Context: an optimization exercise on an open-source flow, tuned for small area. The choices shown serve that exercise and are no tape-out recipe. Where RTL was checked, it was by simulation tests only, not by an equivalence proof against the original. Power and IR drop assume default switching activity.

==> module peak_reporter, before the edit <==
module peak_reporter (
	input  logic                       sys_clk,
	input  logic                       sys_rst,
	input  spectrum_pkg::tone_pair_t   pair,
	input  logic                       pair_valid,
	output spectrum_pkg::tone_report_t report,
	output logic                       update_flag
);
	localparam int POW_W = 20;
	localparam int AMP_W = 10;
	localparam int BIN_W = 10;
	localparam logic [3:0] LAST_STEP = 4'(AMP_W - 1);
	logic [2*POW_W-1:0] pow_q;     
	logic [2*POW_W-1:0] pow_nxt;
	logic [BIN_W-2:0]   bin_a_q;   
	logic [BIN_W-2:0]   bin_b_q;
	logic [AMP_W:0]     rem_q;
	logic [2*AMP_W-1:0] root_q;    
	logic [2*AMP_W-1:0] root_nxt;
	logic [3:0]         step_q;    
	logic               tone_b_q;
	logic               busy_q;
	logic [AMP_W:0]     rem_nxt;
	logic               root_bit;
	logic [AMP_W-1:0]   root_mask;
	logic               tone_end;
	logic               fin;
	always_comb
		for (int i = 0; i < AMP_W; i++)
			root_mask[i] = step_q > 4'(i);
	isqrt i_isqrt (
		.rem      (rem_q),
		.bits     (pow_q[2*POW_W-1 -: 2]),
		.root     (root_q[AMP_W-1:0] & root_mask),
		.rem_nxt  (rem_nxt),
		.root_bit (root_bit)
	);
	assign pow_nxt  = {pow_q[2*POW_W-3:0], pow_q[2*POW_W-1 -: 2]};
	assign root_nxt = {root_q[2*AMP_W-2:0], root_bit};
	assign tone_end = step_q == LAST_STEP;
	assign fin      = busy_q && tone_b_q && tone_end;
	always_ff @(posedge sys_clk)
	begin
		pow_q  <= pair_valid ? {pair.a.power, pair.b.power} : pow_nxt;
		rem_q  <= (pair_valid || tone_end) ? '0 : rem_nxt;
		root_q <= root_nxt;
		if (pair_valid)
		begin
			step_q   <= '0;
			tone_b_q <= 1'b0;
		end
		else
		begin
			step_q <= tone_end ? '0 : step_q + 1'b1;
			if (tone_end)
				tone_b_q <= !tone_b_q;
		end
		if (pair_valid)
		begin
			bin_a_q <= pair.a.bin[BIN_W-2:0];
			bin_b_q <= pair.b.bin[BIN_W-2:0];
		end
	end
	always_ff @(posedge sys_clk or negedge sys_rst)
	begin
		if (!sys_rst)
		begin
			busy_q      <= 1'b0;
			report      <= '0;
			update_flag <= 1'b0;
		end
		else
		begin
			update_flag <= fin;
			if (pair_valid)
				busy_q <= 1'b1;
			else if (fin)
				busy_q <= 1'b0;
			if (fin)
			begin
				report.a <= {1'b0, bin_a_q, pow_nxt[2*POW_W-1 -: POW_W], root_nxt[2*AMP_W-1 -: AMP_W]};
				report.b <= {1'b0, bin_b_q, pow_nxt[POW_W-1:0], root_nxt[AMP_W-1:0]};
			end
		end
	end
endmodule
clock: 10.0 ns
lec_check: 0
cap_margin: 20
core_margin: 2
core_utilization: 70
cts_buf_list: sky130_fd_sc_hd__clkbuf_8
cts_cluster_diameter: 60
cts_cluster_size: 18
place_density: 0.8
slew_margin: 20
standard.sh (not shown) runs the stock make flow with config.mk's settings and CLKGATE_MAP_FILE= SYNTH_SCRIPT=/design/flow/synth_recipe.tcl, a recipe that flattens the netlist after the stock synthesis.
==> flow/flow/run.sh <==
#!/bin/bash
# The standard layout, with the port buffers made of the smallest buffer cell.
set -euo pipefail
bash standard.sh BUFFER_PORTS_ARGS="-buffer_cell sky130_fd_sc_hd__buf_1" finish > standard.log 2>&1
Next try:
--- a/flow/design.v
+++ b/flow/design.v
@@ -534,25 +534,20 @@
 	localparam int POW_W = 20;
 	localparam int AMP_W = 10;
 	localparam int BIN_W = 10;
-	localparam logic [3:0] LAST_STEP = 4'(AMP_W - 1);
-	logic [2*POW_W-1:0] pow_q;     
-	logic [2*POW_W-1:0] pow_nxt;
+	logic [2*POW_W-1:0] pow_q;    
 	logic [BIN_W-2:0]   bin_a_q;   
 	logic [BIN_W-2:0]   bin_b_q;
 	logic [AMP_W:0]     rem_q;
-	logic [2*AMP_W-1:0] root_q;    
-	logic [2*AMP_W-1:0] root_nxt;
-	logic [3:0]         step_q;    
-	logic               tone_b_q;
+	logic [2*AMP_W-1:0] root_q;   
+	logic [4:0]         step_q;
 	logic               busy_q;
 	logic [AMP_W:0]     rem_nxt;
 	logic               root_bit;
 	logic [AMP_W-1:0]   root_mask;
-	logic               tone_end;
 	logic               fin;
 	always_comb
 		for (int i = 0; i < AMP_W; i++)
-			root_mask[i] = step_q > 4'(i);
+			root_mask[i] = (step_q < 5'(AMP_W)) || (step_q > 5'(AMP_W + i));
 	isqrt i_isqrt (
 		.rem      (rem_q),
 		.bits     (pow_q[2*POW_W-1 -: 2]),
@@ -560,25 +555,22 @@
 		.rem_nxt  (rem_nxt),
 		.root_bit (root_bit)
 	);
-	assign pow_nxt  = {pow_q[2*POW_W-3:0], pow_q[2*POW_W-1 -: 2]};
-	assign root_nxt = {root_q[2*AMP_W-2:0], root_bit};
-	assign tone_end = step_q == LAST_STEP;
-	assign fin      = busy_q && tone_b_q && tone_end;
+	assign fin = busy_q && (step_q == 5'(2 * AMP_W));
 	always_ff @(posedge sys_clk)
 	begin
-		pow_q  <= pair_valid ? {pair.a.power, pair.b.power} : pow_nxt;
-		rem_q  <= (pair_valid || tone_end) ? '0 : rem_nxt;
-		root_q <= root_nxt;
 		if (pair_valid)
 		begin
-			step_q   <= '0;
-			tone_b_q <= 1'b0;
+			pow_q  <= {pair.a.power, pair.b.power};
+			rem_q  <= '0;
+			root_q <= '0;
+			step_q <= '0;
 		end
 		else
 		begin
-			step_q <= tone_end ? '0 : step_q + 1'b1;
-			if (tone_end)
-				tone_b_q <= !tone_b_q;
+			pow_q  <= {pow_q[2*POW_W-3:0], pow_q[2*POW_W-1 -: 2]};
+			rem_q  <= (step_q == 5'(AMP_W - 1)) ? '0 : rem_nxt;
+			root_q <= {root_q[2*AMP_W-2:0], root_bit};
+			step_q <= step_q + 1'b1;
 		end
 		if (pair_valid)
 		begin
@@ -603,8 +595,8 @@
 				busy_q <= 1'b0;
 			if (fin)
 			begin
-				report.a <= {1'b0, bin_a_q, pow_nxt[2*POW_W-1 -: POW_W], root_nxt[2*AMP_W-1 -: AMP_W]};
-				report.b <= {1'b0, bin_b_q, pow_nxt[POW_W-1:0], root_nxt[AMP_W-1:0]};
+				report.a <= {1'b0, bin_a_q, pow_q[2*POW_W-1 -: POW_W], root_q[2*AMP_W-1 -: AMP_W]};
+				report.b <= {1'b0, bin_b_q, pow_q[POW_W-1:0], root_q[AMP_W-1:0]};
 			end
 		end
 	end
What happened: Setup slack gets better by 0.020 ns. Critical path depth is unchanged. Cell count went up by a few percent. Utilization went up by 0.16 points. Wire length went up slightly. Combinational power hardly moves. Via count went up slightly. Synthesized cell count went up slightly. Worst hold slack gets better by 0.068 ns. Die area went up slightly. Maximum frequency stays flat. Total power went down slightly. Sequential power barely changes. Sequential cell count went up by 1.
For the second run of this note, only the layout was checked, not whether the RTL still works.

static timing again, ports no longer ideal:
In the flow no input, the clock included, has a driving cell. The finished layouts below were timed again as built, in two steps. Step 1: set_driving_cell puts a clkbuf_16 on sys_clk and a buf_2 on each other input, an assumption about the parent block. Step 2, shift: input delay + t, output delay - t, t = (earliest + latest rising clock arrival at the registers) / 2. This alone moves slack from input paths to output paths. a / b / c = ideal ports / drivers / drivers and shift; a / b = the first two.
| run | t, ns | slack for setup (ns) | cell pins on the clock port's net |
|---|---|---|---|
| the first run | 0.561 | 0.815 / 0.830 / 0.269 | 1 |
| the second run | 0.562 | 0.835 / 0.853 / 0.291 | 1 |
After both steps every run listed still meets setup and hold. For the first run, which loses most, drivers alone change the setup slack by +0.015 ns; drivers and shift together by -0.546 ns.
